This is an optimization exercise on Yosys and OpenROAD, whose aim is small area, a short achievable clock period and few clock cycles per item, not a production implementation.
Only simulation tests tie the RTL to the original design; equivalence was not proved.

`design/flow/design.v`:
```
package aes_pkg;
   localparam int BYTE_W = 8;
   typedef logic [BYTE_W-1:0] lane_t;
endpackage
module sb_xor2 (input logic a, b, output logic y); assign y = a ^ b; endmodule
module sb_xnor2 (input logic a, b, output logic y); assign y = ~(a ^ b); endmodule
module sb_nand2 (input logic a, b, output logic y); assign y = ~(a & b); endmodule
module sb_nor2 (input logic a, b, output logic y); assign y = ~(a | b); endmodule
module sb_nand2b (input logic an, b, output logic y); assign y = ~(~an & b); endmodule
module sb_nor2b (input logic a, bn, output logic y); assign y = ~(a | ~bn); endmodule
module sb_mux2i (input logic s, a0, a1, output logic y); assign y = ~(s ? a1 : a0); endmodule
module sb_mux2 (input logic s, a0, a1, output logic y); assign y = s ? a1 : a0; endmodule
module sb_inv (input logic a, output logic y); assign y = ~a; endmodule
module sbox_st0 (input logic [7:0] si, input logic inv, output logic [11:0] so);
   logic n1;
   logic n2;
   logic n3;
   logic n4;
   logic n5;
   logic n6;
   logic n7;
   logic n8;
   logic n9;
   logic n10;
   logic n11;
   logic n12;
   logic n15;
   logic n16;
   logic n17;
   logic n18;
   logic n19;
   logic n20;
   logic n21;
   logic n22;
   logic T2;
   logic T3;
   logic T5;
   logic T6;
   logic T7;
   logic T8;
   logic T9;
   logic T11;
   logic T12;
   logic T14;
   logic T18;
   logic T20;
   logic T21;
   logic T22;
   logic T23;
   logic T24;
   logic T25;
   logic T26;
   logic T27;
   logic M1;
   logic M2;
   logic M3;
   logic M4;
   logic M5;
   logic M6;
   logic M7;
   logic M8;
   logic M9;
   logic M10;
   logic M11;
   logic M12;
   logic M13;
   logic M14;
   logic M15;
   logic M16;
   logic M17;
   logic M18;
   logic M19;
   sb_xor2 g0 (.a(si[2]), .b(si[5]), .y(n1));
   sb_xnor2 g1 (.a(si[1]), .b(si[6]), .y(n2));
   sb_xor2 g2 (.a(si[0]), .b(si[3]), .y(n3));
   sb_xor2 g3 (.a(si[4]), .b(si[7]), .y(n4));
   sb_xor2 g4 (.a(si[5]), .b(n3), .y(n5));
   sb_xnor2 g5 (.a(si[1]), .b(n4), .y(n6));
   sb_xor2 g6 (.a(si[2]), .b(n4), .y(n7));
   sb_xor2 g7 (.a(si[0]), .b(n1), .y(n8));
   sb_xor2 g8 (.a(si[6]), .b(n3), .y(n9));
   sb_xnor2 g9 (.a(si[4]), .b(n2), .y(n10));
   sb_xnor2 g10 (.a(si[3]), .b(n2), .y(n11));
   sb_xnor2 g11 (.a(si[7]), .b(n1), .y(n12));
   sb_mux2i g12 (.s(inv), .a0(si[0]), .a1(n12), .y(n15));
   sb_mux2i g13 (.s(inv), .a0(si[1]), .a1(n9), .y(n16));
   sb_mux2i g14 (.s(inv), .a0(si[2]), .a1(n6), .y(n17));
   sb_mux2i g15 (.s(inv), .a0(si[3]), .a1(n8), .y(n18));
   sb_mux2i g16 (.s(inv), .a0(si[4]), .a1(n11), .y(n19));
   sb_mux2i g17 (.s(inv), .a0(si[5]), .a1(n7), .y(n20));
   sb_mux2i g18 (.s(inv), .a0(si[6]), .a1(n5), .y(n21));
   sb_mux2i g19 (.s(inv), .a0(si[7]), .a1(n10), .y(n22));
   sb_xor2 g20 (.a(n22), .b(n19), .y(so[6]));
   sb_xor2 g21 (.a(n22), .b(n17), .y(T2));
   sb_xor2 g22 (.a(n22), .b(n16), .y(T3));
   sb_xor2 g23 (.a(n19), .b(n17), .y(so[7]));
   sb_xor2 g24 (.a(n18), .b(n16), .y(T5));
   sb_xor2 g25 (.a(so[6]), .b(T5), .y(T6));
   sb_xnor2 g26 (.a(n21), .b(n20), .y(T7));
   sb_xnor2 g27 (.a(n15), .b(T6), .y(T8));
   sb_xor2 g28 (.a(n15), .b(T7), .y(T9));
   sb_xnor2 g29 (.a(T6), .b(T7), .y(so[3]));
   sb_xor2 g30 (.a(n21), .b(n17), .y(T11));
   sb_xnor2 g31 (.a(n20), .b(n17), .y(T12));
   sb_xor2 g32 (.a(T3), .b(so[7]), .y(so[4]));
   sb_xnor2 g33 (.a(T6), .b(T11), .y(T14));
   sb_xor2 g34 (.a(T5), .b(T11), .y(so[2]));
   sb_xnor2 g35 (.a(T5), .b(T12), .y(so[0]));
   sb_xor2 g36 (.a(T9), .b(so[0]), .y(so[1]));
   sb_xnor2 g37 (.a(n19), .b(n15), .y(T18));
   sb_xor2 g38 (.a(T7), .b(T18), .y(so[5]));
   sb_xor2 g39 (.a(so[6]), .b(so[5]), .y(T20));
   sb_xor2 g40 (.a(n16), .b(n15), .y(T21));
   sb_xnor2 g41 (.a(T7), .b(T21), .y(T22));
   sb_xor2 g42 (.a(T2), .b(T22), .y(T23));
   sb_xnor2 g43 (.a(T2), .b(so[3]), .y(T24));
   sb_xnor2 g44 (.a(T20), .b(so[1]), .y(T25));
   sb_xnor2 g45 (.a(T3), .b(so[0]), .y(T26));
   sb_xnor2 g46 (.a(so[6]), .b(T12), .y(T27));
   sb_nand2 g47 (.a(so[4]), .b(T6), .y(M1));
   sb_nand2 g48 (.a(T23), .b(T8), .y(M2));
   sb_xor2 g49 (.a(T14), .b(M1), .y(M3));
   sb_nand2b g50 (.an(n15), .b(so[5]), .y(M4));
   sb_xnor2 g51 (.a(M4), .b(M1), .y(M5));
   sb_nand2 g52 (.a(T3), .b(so[0]), .y(M6));
   sb_nand2 g53 (.a(T22), .b(T9), .y(M7));
   sb_xor2 g54 (.a(T26), .b(M6), .y(M8));
   sb_nand2 g55 (.a(T20), .b(so[1]), .y(M9));
   sb_xor2 g56 (.a(M9), .b(M6), .y(M10));
   sb_nand2 g57 (.a(so[6]), .b(so[2]), .y(M11));
   sb_nand2 g58 (.a(so[7]), .b(T27), .y(M12));
   sb_xor2 g59 (.a(M12), .b(M11), .y(M13));
   sb_nand2 g60 (.a(T2), .b(so[3]), .y(M14));
   sb_xnor2 g61 (.a(M14), .b(M11), .y(M15));
   sb_xnor2 g62 (.a(M3), .b(M2), .y(M16));
   sb_xnor2 g63 (.a(M5), .b(T24), .y(M17));
   sb_xnor2 g64 (.a(M8), .b(M7), .y(M18));
   sb_xnor2 g65 (.a(M10), .b(M15), .y(M19));
   sb_xor2 g66 (.a(M16), .b(M13), .y(so[8]));
   sb_xor2 g67 (.a(M17), .b(M15), .y(so[9]));
   sb_xor2 g68 (.a(M18), .b(M13), .y(so[10]));
   sb_xnor2 g69 (.a(M19), .b(T25), .y(so[11]));
endmodule
module sbox_st1 (input logic [11:0] si, input logic inv, output logic [7:0] so);
   logic n10075;
   logic n10076;
   logic n10077;
   logic n10078;
   logic n10079;
   logic n10080;
   logic n10081;
   logic n10082;
   logic n10083;
   logic n10084;
   logic n10085;
   logic M24;
   logic M25;
   logic M26;
   logic M27;
   logic M28;
   logic M29;
   logic M30;
   logic M31;
   logic M32;
   logic M33;
   logic M34;
   logic M35;
   logic M36;
   logic M37;
   logic M38;
   logic M39;
   logic M40;
   logic M41;
   logic M42;
   logic M43;
   logic M44;
   logic M45;
   logic M46;
   logic M47;
   logic M48;
   logic M49;
   logic M50;
   logic M51;
   logic M52;
   logic M53;
   logic M54;
   logic M55;
   logic M56;
   logic M57;
   logic M58;
   logic M59;
   logic M60;
   logic M61;
   logic M62;
   logic M63;
   logic n23;
   logic n24;
   logic n25;
   logic n26;
   logic n27;
   logic n28;
   logic n29;
   logic n30;
   logic n31;
   logic n32;
   logic n33;
   logic n34;
   logic n35;
   logic n36;
   logic n37;
   logic n38;
   logic n39;
   logic n40;
   logic n41;
   logic n42;
   logic n43;
   logic n44;
   logic n45;
   logic n48;
   logic n50;
   logic n51;
   logic n52;
   logic n55;
   sb_xnor2 g0 (.a(si[0]), .b(si[3]), .y(n10075));
   sb_xor2 g1 (.a(si[4]), .b(si[5]), .y(n10076));
   sb_xor2 g2 (.a(si[6]), .b(si[7]), .y(n10077));
   sb_xnor2 g3 (.a(si[2]), .b(n10075), .y(n10078));
   sb_xnor2 g4 (.a(si[1]), .b(n10075), .y(n10079));
   sb_xor2 g5 (.a(si[1]), .b(si[2]), .y(n10080));
   sb_xor2 g6 (.a(si[0]), .b(si[1]), .y(n10081));
   sb_xor2 g7 (.a(si[2]), .b(si[3]), .y(n10082));
   sb_xor2 g8 (.a(si[4]), .b(si[7]), .y(n10083));
   sb_xor2 g9 (.a(n10076), .b(n10077), .y(n10084));
   sb_xor2 g10 (.a(si[5]), .b(si[6]), .y(n10085));
   sb_xnor2 g11 (.a(si[10]), .b(si[11]), .y(M24));
   sb_nand2 g12 (.a(si[10]), .b(si[8]), .y(M25));
   sb_xor2 g13 (.a(si[9]), .b(M25), .y(M26));
   sb_xnor2 g14 (.a(si[8]), .b(si[9]), .y(M27));
   sb_xor2 g15 (.a(si[11]), .b(M25), .y(M28));
   sb_nor2 g16 (.a(M28), .b(M27), .y(M29));
   sb_nor2 g17 (.a(M26), .b(M24), .y(M30));
   sb_nand2 g18 (.a(si[8]), .b(si[11]), .y(M31));
   sb_nor2 g19 (.a(M27), .b(M31), .y(M32));
   sb_xor2 g20 (.a(M27), .b(M25), .y(M33));
   sb_nand2 g21 (.a(si[9]), .b(si[10]), .y(M34));
   sb_nor2 g22 (.a(M24), .b(M34), .y(M35));
   sb_xnor2 g23 (.a(M24), .b(M25), .y(M36));
   sb_xor2 g24 (.a(si[9]), .b(M29), .y(M37));
   sb_xor2 g25 (.a(M32), .b(M33), .y(M38));
   sb_xor2 g26 (.a(si[11]), .b(M30), .y(M39));
   sb_xnor2 g27 (.a(M35), .b(M36), .y(M40));
   sb_xor2 g28 (.a(M38), .b(M40), .y(M41));
   sb_xor2 g29 (.a(M37), .b(M39), .y(M42));
   sb_xor2 g30 (.a(M37), .b(M38), .y(M43));
   sb_xor2 g31 (.a(M39), .b(M40), .y(M44));
   sb_xor2 g32 (.a(M42), .b(M41), .y(M45));
   sb_nand2 g33 (.a(M44), .b(n10078), .y(M46));
   sb_nand2 g34 (.a(M40), .b(n10079), .y(M47));
   sb_nand2 g35 (.a(M39), .b(n10080), .y(M48));
   sb_nand2 g36 (.a(M43), .b(si[0]), .y(M49));
   sb_nand2 g37 (.a(M38), .b(n10081), .y(M50));
   sb_nand2 g38 (.a(M37), .b(si[1]), .y(M51));
   sb_nand2 g39 (.a(M42), .b(si[2]), .y(M52));
   sb_nand2 g40 (.a(M45), .b(n10082), .y(M53));
   sb_nand2 g41 (.a(M41), .b(si[3]), .y(M54));
   sb_nand2 g42 (.a(M44), .b(si[4]), .y(M55));
   sb_nand2 g43 (.a(M40), .b(n10076), .y(M56));
   sb_nand2 g44 (.a(M39), .b(si[5]), .y(M57));
   sb_nand2 g45 (.a(M43), .b(n10083), .y(M58));
   sb_nand2 g46 (.a(M38), .b(n10084), .y(M59));
   sb_nand2 g47 (.a(M37), .b(n10085), .y(M60));
   sb_nand2 g48 (.a(M42), .b(si[6]), .y(M61));
   sb_nand2 g49 (.a(M45), .b(si[7]), .y(M62));
   sb_nand2 g50 (.a(M41), .b(n10077), .y(M63));
   sb_xnor2 g51 (.a(M61), .b(M62), .y(n23));
   sb_xnor2 g52 (.a(M55), .b(n23), .y(n24));
   sb_xor2 g53 (.a(M50), .b(M56), .y(n25));
   sb_xnor2 g54 (.a(M51), .b(M59), .y(n26));
   sb_xnor2 g55 (.a(M49), .b(n25), .y(n27));
   sb_xnor2 g56 (.a(M54), .b(M58), .y(n28));
   sb_xor2 g57 (.a(M46), .b(M48), .y(n29));
   sb_xor2 g58 (.a(M53), .b(n28), .y(n30));
   sb_xor2 g59 (.a(n23), .b(n26), .y(n31));
   sb_xor2 g60 (.a(M60), .b(n29), .y(n32));
   sb_xnor2 g61 (.a(M46), .b(M47), .y(n33));
   sb_xor2 g62 (.a(M52), .b(M53), .y(n34));
   sb_xnor2 g63 (.a(M51), .b(n25), .y(n35));
   sb_xor2 g64 (.a(M50), .b(n30), .y(n36));
   sb_xor2 g65 (.a(M52), .b(n32), .y(n37));
   sb_xor2 g66 (.a(M61), .b(M63), .y(n38));
   sb_xor2 g67 (.a(M49), .b(M58), .y(n39));
   sb_xor2 g68 (.a(n23), .b(n32), .y(n40));
   sb_xnor2 g69 (.a(n29), .b(n39), .y(n41));
   sb_xor2 g70 (.a(M56), .b(n33), .y(n42));
   sb_xor2 g71 (.a(n27), .b(n34), .y(n43));
   sb_xor2 g72 (.a(M48), .b(n35), .y(n44));
   sb_xnor2 g73 (.a(M47), .b(n44), .y(n45));
   sb_xnor2 g74 (.a(n31), .b(n36), .y(so[1]));
   sb_xor2 g75 (.a(n24), .b(n43), .y(so[7]));
   sb_xor2 g76 (.a(M57), .b(n27), .y(n48));
   sb_xnor2 g77 (.a(n31), .b(n41), .y(so[0]));
   sb_xnor2 g78 (.a(n30), .b(n48), .y(n50));
   sb_xnor2 g79 (.a(n34), .b(n42), .y(n51));
   sb_xor2 g80 (.a(n27), .b(n33), .y(n52));
   sb_xor2 g81 (.a(n24), .b(n51), .y(so[6]));
   sb_xnor2 g82 (.a(n40), .b(n50), .y(so[2]));
   sb_xnor2 g83 (.a(n28), .b(n38), .y(n55));
   sb_xor2 g84 (.a(n37), .b(n55), .y(so[5]));
   sb_xnor2 g85 (.a(n24), .b(n45), .y(so[3]));
   sb_xnor2 g86 (.a(n24), .b(n52), .y(so[4]));
endmodule
module sbox_st2 (input logic [7:0] si, input logic inv, output logic [7:0] so);
   logic n59;
   logic n60;
   logic n61;
   logic n62;
   logic n63;
   logic n64;
   logic n65;
   logic n66;
   logic n67;
   logic n68;
   logic n69;
   logic n70;
   sb_xor2 g0 (.a(si[0]), .b(si[3]), .y(n59));
   sb_xnor2 g1 (.a(si[4]), .b(si[7]), .y(n60));
   sb_xnor2 g2 (.a(si[1]), .b(si[6]), .y(n61));
   sb_xnor2 g3 (.a(si[2]), .b(si[5]), .y(n62));
   sb_xnor2 g4 (.a(si[4]), .b(n61), .y(n63));
   sb_xor2 g5 (.a(si[5]), .b(n59), .y(n64));
   sb_xor2 g6 (.a(si[6]), .b(n59), .y(n65));
   sb_xnor2 g7 (.a(si[3]), .b(n61), .y(n66));
   sb_xor2 g8 (.a(si[1]), .b(n60), .y(n67));
   sb_xnor2 g9 (.a(si[2]), .b(n60), .y(n68));
   sb_xor2 g10 (.a(si[7]), .b(n62), .y(n69));
   sb_xnor2 g11 (.a(si[0]), .b(n62), .y(n70));
   sb_mux2i g12 (.s(inv), .a0(si[0]), .a1(n69), .y(so[0]));
   sb_mux2i g13 (.s(inv), .a0(si[1]), .a1(n65), .y(so[1]));
   sb_mux2i g14 (.s(inv), .a0(si[2]), .a1(n67), .y(so[2]));
   sb_mux2i g15 (.s(inv), .a0(si[3]), .a1(n70), .y(so[3]));
   sb_mux2i g16 (.s(inv), .a0(si[4]), .a1(n66), .y(so[4]));
   sb_mux2i g17 (.s(inv), .a0(si[5]), .a1(n68), .y(so[5]));
   sb_mux2i g18 (.s(inv), .a0(si[6]), .a1(n64), .y(so[6]));
   sb_mux2i g19 (.s(inv), .a0(si[7]), .a1(n63), .y(so[7]));
endmodule
module subbytes_stream
#(
   parameter int LANES      = 16,
   parameter int CNT_W      = 32
) (
   input  logic                    clk,
   input  logic                    rst,
   input  logic                    in_valid,
   output logic                    in_ready,
   input  logic [aes_pkg::BYTE_W*LANES-1:0] in_data,
   input  logic                    in_inv,
   input  logic                    in_last,
   output logic                    out_valid,
   input  logic                    out_ready,
   output logic [aes_pkg::BYTE_W*LANES-1:0] out_data,
   output logic                    out_last,
   output logic [CNT_W-1:0]        beat_count
);
   localparam int W1 = 12;
   localparam int W2 = 8;
   logic [W1*LANES-1:0] s1_d, s1_q;
   logic [W2*LANES-1:0] s2_d, s2_q;
   logic [2:1] inv_q, last_q, valid_q;
   logic load, in_fire;
   logic [CNT_W-1:0] cnt_q, cnt_d;
   genvar gi;
   for (gi = 0; gi < LANES; gi++) begin : g_lane
      sbox_st0 u_st0 (.si(in_data[aes_pkg::BYTE_W*gi +: aes_pkg::BYTE_W]), .inv(in_inv), .so(s1_d[W1*gi +: W1]));
      sbox_st1 u_st1 (.si(s1_q[W1*gi +: W1]), .inv(inv_q[1]), .so(s2_d[W2*gi +: W2]));
      sbox_st2 u_st2 (.si(s2_q[W2*gi +: W2]), .inv(inv_q[2]), .so(out_data[aes_pkg::BYTE_W*gi +: aes_pkg::BYTE_W]));
   end
   assign load      = ~valid_q[2] | out_ready;
   assign in_ready  = load;
   assign in_fire   = in_valid & load;
   assign out_valid = valid_q[2];
   assign out_last  = last_q[2];
   beat_count_next #(.W(CNT_W)) u_cnt (.q(cnt_q), .inc(in_fire), .d(cnt_d));
   assign beat_count = cnt_q;
   always_ff @(posedge clk or posedge rst) begin
      if (rst) begin
         valid_q <= '0;
         cnt_q   <= '0;
      end else begin
         if (load) valid_q <= {valid_q[2-1:1], in_valid};
         cnt_q <= cnt_d;
      end
   end
   always_ff @(posedge clk) begin
      if (load) begin
         s1_q <= s1_d;
         inv_q[1] <= in_inv;
         last_q[1] <= in_last;
         s2_q <= s2_d;
         inv_q[2] <= inv_q[1];
         last_q[2] <= last_q[1];
      end
   end
endmodule
module beat_count_next
#(
   parameter int W = 32
) (
   input  logic [W-1:0] q,
   input  logic         inc,
   output logic [W-1:0] d
);
   logic [W-1:0] ones, tn;
   always_comb begin
      ones[0] = 1'b1;
      for (int i = 1; i < W; i++) ones[i] = ones[i-1] & q[i-1];
   end
   sb_xor2 u_b0 (.a(q[0]), .b(inc), .y(d[0]));
   assign tn[0] = 1'b0;
   genvar gi;
   for (gi = 1; gi < W; gi++) begin : g_bit
      sb_nand2 u_t (.a(inc), .b(ones[gi]), .y(tn[gi]));
      sb_xnor2 u_d (.a(q[gi]), .b(tn[gi]), .y(d[gi]));
   end
endmodule
```
`design/flow/flow/run.sh`:
```
#!/bin/bash
# The standard layout (standard.sh), except that the port buffers that
# buffer_ports inserts are sky130_fd_sc_hd__buf_2 cells instead of its default pick.
set -euo pipefail
export BUFFER_PORTS_ARGS="-buffer_cell sky130_fd_sc_hd__buf_2"
bash standard.sh > standard_make.log 2>&1
```
`design/flow/standard.sh`:
```
#!/bin/bash
# synth_recipe.tcl (not shown) runs the flow's synth.tcl, then flattens the netlist and writes it again
# the make line also repeats each setting of config.mk as NAME=value (left out here)
make -C /OpenROAD-flow-scripts/flow DESIGN_CONFIG=/design/flow/config.mk WORK_HOME=/design/flow/orfs CLKGATE_MAP_FILE= SYNTH_SCRIPT=/design/flow/synth_recipe.tcl "${@:-finish}"
```
`design/flow/config.mk`:
```
export PLATFORM = sky130hd
export DESIGN_NAME = subbytes_stream
export DESIGN_NICKNAME = subbytes_stream
export VERILOG_FILES = /design/flow/design.v
export SDC_FILE = /design/flow/constraint.sdc
export NUM_CORES = 8
export LEC_CHECK = 0
export CAP_MARGIN = 20
export CORE_MARGIN = 2
export CORE_UTILIZATION = 35
export CTS_BUF_LIST = sky130_fd_sc_hd__clkbuf_4 sky130_fd_sc_hd__clkbuf_8
export PLACE_DENSITY = 0.5
export SETUP_SLACK_MARGIN = 2.25
export SLEW_MARGIN = 20
export SYNTH_HIERARCHICAL = 1
export SYNTH_MINIMUM_KEEP_SIZE = 0
```
`design/flow/constraint.sdc`:
```
create_clock -name core_clock -period 5.5 [get_ports {clk}]
set_input_delay 1.1000 -clock core_clock [delete_from_list [all_inputs] [get_ports {clk}]]
set_output_delay 1.1000 -clock core_clock [all_outputs]
set_load 0.01 [all_outputs]
```
==> run_results.csv, run 1 <==
group,metric,value,unit
status,status,"no timing/DRC/antenna violations",
route,post_drt_wl_per_cell,13.9,µm
global_route,grt_util_all_layers,14.0,%
floorplanning,die_w,315,µm
route,drt_wl_total,70500,µm
route,vias_per_cell,4.32,
synth,synth-edff-count,324,
clock_tree,clk_latency,0.68,ns
global_route,antenna_found_initial,15,
place,dp_hpwl,55400,µm
place,portBuffers,296,
floorplanning,die_h,315,µm
place,place_congestion,0.802,
synth,yosys_warnings,8,
sta,worst_slew_pin_slew,0.942,ns
sta,finClkSkew,0.0221,ns
sta,timing.final.crit_share,58.5,%
sta,hold_slack,0.413,ns
clock_tree,cts_made_buffers,71,
floorplanning,coreArea,96300,µm²
floorplanning,io_pins,297,
setup_path,required,5.91,ns
synth,ys_ff_latch,358,
setup_path,worst_ep_arrival_time,3.62,ns
synth,ys_types,25,
synth,synth_top_area_share,29.8,%
route,drt-initial-drc-count,645,
setup_path,crit_path_cell_trace,"buf_12 > buf_12 > mux2i_2 > xor2_2 > xor2_2 > xnor2_1 > nand2_1 > xnor2_2 > xnor2_1 > xnor2_1",
setup_path,max_stage_delay,0.41,ns
sta,max_freq,311,MHz
route,final_antenna_net_count,0,
clock_tree,cts.clk_slew.worst_paths,0.06,ns
synth,async_flop_share,9.50,%
floorplanning,placementRows,114,
global_route,grt_pass1_vias,22164,
setup_path,start_kind,"primary input",
synth,synth_cells,3326,
sta,maxSlewHeadroom,37.2,%
finish,drive_above_1_share,18.1,%
global_route,overflow,0,
global_route,grt_pass1_wl,113000,µm
setup_path,critical_path.endpoint_type,"flip-flop",
route,drtPass1Iterations,6,
setup_path,cp_max_fo,38,
synth,synth_top_area_cell,"xor2_1",
synth,ys_top_cells_by_area,"xor2_1 30%, edfxtp_1 29%, xnor2_1 24%, mux2i_1 7.6%, nand2_1 5.6%",
sta,hold_viol_final,0,
clock_tree,clk_path_buf_depth,3,
place,dp_cells,4906,
run,maxCapViolCount,0,
synth,syn-num-nets,3460,
setup_path,critPathKind,"in2reg",
clock_tree,clock-sinks,358,
clock_tree,root_buffer,"clkbuf_8",
route,num_vias,21902,
floorplanning,start_util,35.1,%
setup_path,critPathSlowestCell,"mux2i_2",
sta,finalSetupViolations,0,
finish,instances_no_fill,5068,
synth,synth_flop_cell,"edfxtp_1",
finish,fin_util,42.0,%
global_route,grt_max_degree,156,
sta,drv_slew,0,
clock_tree,htree_levels,3,
synth,avgSynthCellArea,10.2,µm²
hold_path,hold_class,"reg2reg",
synth,synthesis.area,33800,µm²
route,drt_drc_violations_left,0,
setup_path,critPathMostFrequentCell,"xnor2_1",
finish,area_delta_synth_final,19.6,%
finish,nets,3865,
sta,grt_setup_unrepaired,"yes",
clock_tree,cts_tree,"done",
sta,final.min_clock_period,3.22,ns
floorplanning,die_area,99200,µm²
synth,yosysSeqAreaShare,31.3,%
[synthesized netlist by cell type (6+ instances only)]
cell type / n
mux2i_1: 256
inv_1: 10
xnor2_1: 911
nor2_1: 70
nand4_1: 6
nor3_1: 10
nand2_1: 504
nand2b_1: 16
dfrtp_1: 34
xor2_1: 1153
edfxtp_1: 324
nand3_1: 7
[registers in the layout, summed over array words and instances (netlist names)]
register	flops
cnt_q	32
inv_q	2
last_q	2
s1_q	192
s2_q	128
valid_q	2
[cells by family after synthesis]
kind of cell,after synthesis,synth area share (%)
buf+inv,12,0.137
xor+xnor,2064,53.4
simple gates,635,7.56
flops,358,31.3
mux,257,7.62
[metal layers]
layer | wire length (µm) | global-route usage [%] | vias up
met4 | 1650 | 5.22 | 10
met2 | 34500 | 24.0 | 276
met1 | 31600 | 17.3 | 10024
met3 | 2620 | 2.93 | 92
met5 | 57 | 0 | -
li1 | - | - | 11500
[path summary, 6_finish.rpt]
check / from / to / slack (ns) / depth (start not counted)
worst min-delay path: last_q[1]$_DFFE_PP_ / last_q[2]$_DFFE_PP_ / 0.41 / 0
min in group asynchronous: rst / cnt_q[12]$_DFF_PP0_ / 0.52 / 3
worst max register to register: s1_q[33]$_DFFE_PP_ / s2_q[23]$_DFFE_PP_ / 2.47 / 9
worst max-delay path: in_inv / s1_q[11]$_DFFE_PP_ / 2.28 / 10
max in group asynchronous: rst / cnt_q[2]$_DFF_PP0_ / 4.65 / 3
worst min register to register: last_q[1]$_DFFE_PP_ / last_q[2]$_DFFE_PP_ / 0.41 / 0
[cell usage in the layout (no fill, tap or decap), types with 5 or more instances in the layout]
master | Yosys | routed
xor2_1 | 1153 | 1092
xnor2_1 | 911 | 825
nand2_1 | 504 | 504
edfxtp_1 | 324 | 324
buf_2 | 1 | 295
mux2i_1 | 256 | 170
xnor2_2 | 0 | 86
clkbuf_8 | 0 | 76
nor2_1 | 70 | 70
mux2i_2 | 0 | 64
xor2_2 | 0 | 59
dfrtp_1 | 34 | 34
buf_4 | 0 | 27
mux2i_4 | 0 | 22
nand2b_1 | 16 | 16
clkinv_1 | 0 | 14
clkinv_2 | 0 | 12
clkbuf_4 | 0 | 12
inv_1 | 10 | 10
nor3_1 | 10 | 10
diode_2 | 0 | 9
nand3_1 | 7 | 7
nand4_1 | 6 | 6
clkinvlp_4 | 0 | 6
bufinv_16 | 0 | 5
buf_12 | 0 | 5
[layout make-up]
| type | instances | area [µm²] |
|---|---|---|
| Antenna cell | 9 | 22.5 |
| Clock buffer | 88 | 1140 |
| Clock inverter | 37 | 308 |
| Fill cell | 9471 | 55800 |
| Inverter | 10 | 37.5 |
| Multi-Input combinational cell | 2956 | 24900 |
| Sequential cell | 358 | 10600 |
| Tap cell | 1276 | 1600 |
| Timing Repair Buffer | 334 | 1940 |
[through the flow]
stage / TNS [ns] / area, µm² / setup slack [ns]
4_1_cts: 0 / 39600 / 2.24
2_1_floorplan: -36.91 / 34700 / -0.288
6_report: 0 / 40500 / 2.28
3_5_place_dp: 0 / 37900 / 1.43
3_3_place_gp: 0 / 37900 / 1.46
5_1_grt: 0 / 40500 / 2.19
[modules after synthesis (local to each module, per instance), a selection]
module           area (µm²)  flip-flops and latches  copies in the design
sb_mux2i               10.0                       0                   256
sb_nand2               3.75                       0                   495
sb_xnor2               8.76                       0                   911
subbytes_stream       10600                     358                     1
sb_nand2b              6.26                       0                    16
sb_xor2                8.76                       0                  1153
[critical path, delay by kind of cell]
| kind | cells | cell delay, ns |
|---|---|---|
| xor+xnor | 6 | 1.24 |
| buf+inv | 2 | 0.62 |
| mux | 1 | 0.41 |
| simple gates | 1 | 0.14 |
[repair_timing]
| action | 4_1_cts | 5_1_grt |
|---|---|---|
| hold buffers | 0 | 0 |
| gates cloned | 1 | 1 |
| resized for setup | 31 | 92 |
| endpoints found under the setup margin | 133 | 97 |
| buffers inserted | 4 | 22 |
| pin swaps | 0 | 7 |
Testbench counts, summed over its fixed seeds: cycles 4,112, items 4,096.
==> inputs of run 2 (changes only) <==
==> design/flow/flow/run.sh (replaced) <==
#!/bin/bash
# The standard layout (standard.sh), except that the port buffers that
# buffer_ports inserts are sky130_fd_sc_hd__buf_1 cells instead of its default pick.
set -euo pipefail
export BUFFER_PORTS_ARGS="-buffer_cell sky130_fd_sc_hd__buf_1"
bash standard.sh > standard_make.log 2>&1
--- a/design/flow/config.mk
+++ b/design/flow/config.mk
@@ -9,6 +9,6 @@
 export CORE_MARGIN = 2
-export CORE_UTILIZATION = 35
+export CORE_UTILIZATION = 45
 export CTS_BUF_LIST = sky130_fd_sc_hd__clkbuf_4 sky130_fd_sc_hd__clkbuf_8
-export PLACE_DENSITY = 0.5
-export SETUP_SLACK_MARGIN = 2.25
+export PLACE_DENSITY = 0.6
+export SETUP_SLACK_MARGIN = 2.3
 export SLEW_MARGIN = 20
==> run_results.csv, run 2 <==
group,metric,value,unit
sta,timing.final.crit_share,58.6,%
global_route,overflow,0,
finish,instances_no_fill,4763,
clock_tree,cts_made_buffers,67,
finish,area_delta_synth_final,19.6,%
global_route,antenna_found_initial,3,
clock_tree,clock-sinks,358,
synth,syn-num-nets,3460,
route,post_drt_wl_per_cell,14.3,µm
route,drtPass1Iterations,5,
sta,worst_slew_pin_slew,0.825,ns
place,placed_area,37400,µm²
setup_path,critPathKind,"in2reg",
global_route,grt_util_all_layers,17.1,%
synth,async_flop_share,9.50,%
global_route,grt_pass1_vias,21993,
synth,synthesis.area,33800,µm²
synth,synth_top_area_share,29.8,%
sta,grt_setup_unrepaired,"yes",
setup_path,worst_ep_arrival_time,3.56,ns
floorplanning,placementRows,100,
place,dp_cells,4602,
finish,final_common_cell,"xor2_1",
sta,finalSetupViolations,0,
setup_path,required,5.83,ns
route,final_antenna_net_count,0,
floorplanning,die_area,77400,µm²
synth,synth_top_area_cell,"xor2_1",
floorplanning,die_w,278,µm
floorplanning,die_h,278,µm
sta,finClkSkew,0.0405,ns
route,vias_per_cell,4.63,
setup_path,crit_path_cell_trace,"buf_1 > xor2_1 > xor2_1 > mux2i_2 > xnor2_2 > xor2_2 > xor2_1 > nand2_1 > xor2_1 > xnor2_1 > xnor2_1",
sta,final.min_clock_period,3.22,ns
finish,largest_register_ffs,192,
setup_path,max_stage_delay,0.48,ns
synth,ys_ff_latch,358,
floorplanning,start_util,45.5,%
route,drt-initial-drc-count,757,
clock_tree,htree_levels,3,
synth,yosys_warnings,8,
sta,maxSlewHeadroom,45.0,%
global_route,grt_max_degree,136,
clock_tree,cts_tree,"done",
status,status,"no timing/DRC/antenna violations",
finish,drive_above_1_share,12.9,%
sta,drv_slew,0,
finish,nets,3878,
setup_path,critPathSlowestCell,"xnor2_2",
run,maxCapViolCount,0,
finish,final_cell_mix,"1,074 x xor2_1, 787 x xnor2_1, 504 x nand2_1",
synth,synth-edff-count,324,
route,num_vias,22051,
synth,yosysSeqAreaShare,31.3,%
setup_path,critical_path.endpoint_type,"flip-flop",
place,place_congestion,0.831,
synth,synth_cells,3326,
synth,avgSynthCellArea,10.2,µm²
sta,max_freq,310,MHz
route,drt_drc_violations_left,0,
clock_tree,cts.clk_slew.worst_paths,0.06,ns
place,dp_hpwl,52500,µm
place,portBuffers,296,
hold_path,hold_class,"reg2reg",
synth,ys_types,25,
clock_tree,root_buffer,"clkbuf_8",
global_route,grt_pass1_wl,110000,µm
synth,ys_top_cells_by_area,"xor2_1 30%, edfxtp_1 29%, xnor2_1 24%, mux2i_1 7.6%, nand2_1 5.6%",
synth,synth_common_cells,"1,153 x xor2_1, 911 x xnor2_1, 504 x nand2_1",
finish,nFillCells,6734,
sta,hold_viol_final,0,
floorplanning,io_pins,297,
finish,top_regs,"s1_q: 192 flops, s2_q: 128 flops, cnt_q: 32 flops",
floorplanning,coreArea,74400,µm²
finish,largest_register,"s1_q",
synth,synth_most_common_cell,"xor2_1",
setup_path,start_kind,"primary input",
synth,synth_flop_cell,"edfxtp_1",
setup_path,critPathMostFrequentCell,"xor2_1",
clock_tree,clk_latency,0.63,ns
finish,postLayoutCellArea,40500,µm²
route,drt_wl_total,68100,µm
clock_tree,postCtsHoldBufs,0,
clock_tree,clk_path_buf_depth,3,
setup_path,cp_max_fo,4,
[run 2: area by class of cell]
class,count,area (µm²),share of cell area (%)
Antenna cell,3,7.51,0.0185
Tap cell,969,1210,2.99
Sequential cell,358,10600,26.1
Clock buffer,86,1080,2.66
Inverter,10,37.5,0.0927
Timing Repair Buffer,351,1750,4.32
Clock inverter,30,265,0.655
Multi-Input combinational cell,2956,25600,63.1
[run 2: logic make-up (layout without fill, tap and decap cells)]
group	Yosys count	after routing	synth area share, %
other	0	3	0
multiplexers	257	257	7.62
flip-flops	358	358	31.3
buffers and inverters	12	477	0.137
AND/OR/NAND/NOR	635	635	7.56
XOR/XNOR	2064	2064	53.4
[run 2: metrics by stage]
| stage | setup WS [ns] | hold slack, ns | utilization, % | setup TNS [ns] |
|---|---|---|---|---|
| after CTS | 2.28 | 0.371 | 52.4 | 0 |
| after detailed placement | 1.25 | 0.407 | 50.3 | 0 |
| after global placement | 1.31 | 0.401 | 50.3 | 0 |
| after floorplan | -0.288 | 0.400 | - | -36.91 |
| final | 2.28 | 0.388 | 54.4 | 0 |
| after global routing | 2.12 | 0.390 | 54.4 | 0 |
[run 2: layer usage]
layer / GRT usage, % / up-vias / wire length, µm
met3: 2.20 / 93 / 2120
li1: - / 11513 / -
met1: 22.4 / 10150 / 31300
met5: 0 / - / 0
met2: 29.6 / 295 / 33200
met4: 4.98 / 0 / 1390
[run 2: Yosys stat by module (local to each module, per instance), a selection]
module	area (µm²)	cells inside	flip-flops and latches
sb_nand2	3.75	1	0
subbytes_stream	10600	363	358
sb_nand2b	6.26	1	0
sb_xnor2	8.76	1	0
sb_nor2	3.75	1	0
sb_xor2	8.76	1	0
sb_mux2i	10.0	1	0
[run 2: path summary, 6_finish.rpt]
check	start	end	slack (ns)	cells after the start
worst max register to register	s1_q[69]$_DFFE_PP_	s2_q[41]$_DFFE_PP_	2.45	9
worst min register to register	inv_q[1]$_DFFE_PP_	inv_q[2]$_DFFE_PP_	0.39	0
worst max-delay path	in_data[39]	s1_q[59]$_DFFE_PP_	2.28	11
max in group asynchronous	rst	valid_q[2]$_DFFE_PP0P_	4.59	3
min in group asynchronous	rst	cnt_q[30]$_DFF_PP0_	0.55	3
worst min-delay path	inv_q[1]$_DFFE_PP_	inv_q[2]$_DFFE_PP_	0.39	0
[run 2: worst max-delay path, delay by kind of cell]
kind                      cells  cell delay, ns
xor gates and xnor gates      8            1.92
buffers and inverters         1            0.30
muxes                         1            0.13
and+or+nand+nor               1            0.10
[run 2: timing repair]
item	CTS	global route
setup endpoints to repair	155	147
resized for setup	25	171
buffers inserted	9	29
pin swaps	5	25
endpoints found under the hold margin	0	0
cloned	2	2

-- port drivers added, routing unchanged --
In the flow no input, the clock included, has a driving cell. The finished layouts below were timed again as built, in two steps.
Step 1 (the two cells are an assumption about what drives the block):
set clk [get_ports {clk}]
set_driving_cell -lib_cell sky130_fd_sc_hd__clkbuf_16 $clk
set_driving_cell -lib_cell sky130_fd_sc_hd__buf_2 [delete_from_list [all_inputs] $clk]
Step 2 moves the port delays by t, midway between the first and last clock arrival at a register: inputs arrive t later, outputs are due t later. That takes back most of the time a late clock gives input paths.
Slacks: ideal ports / drivers / drivers and shift; pairs: ideal ports / drivers.
run	shift t [ns]	slack for setup (ns)	worst slew at a driven data input, ns
run 1	0.735	2.284 / 2.288 / 1.553	0.11
run 2	0.661	2.276 / 2.295 / 1.633	0.09
After both steps setup and hold are still met in every run listed. The setup slack of run 1, which loses most, moves by +0.004 ns with the drivers and by -0.731 ns with both steps.
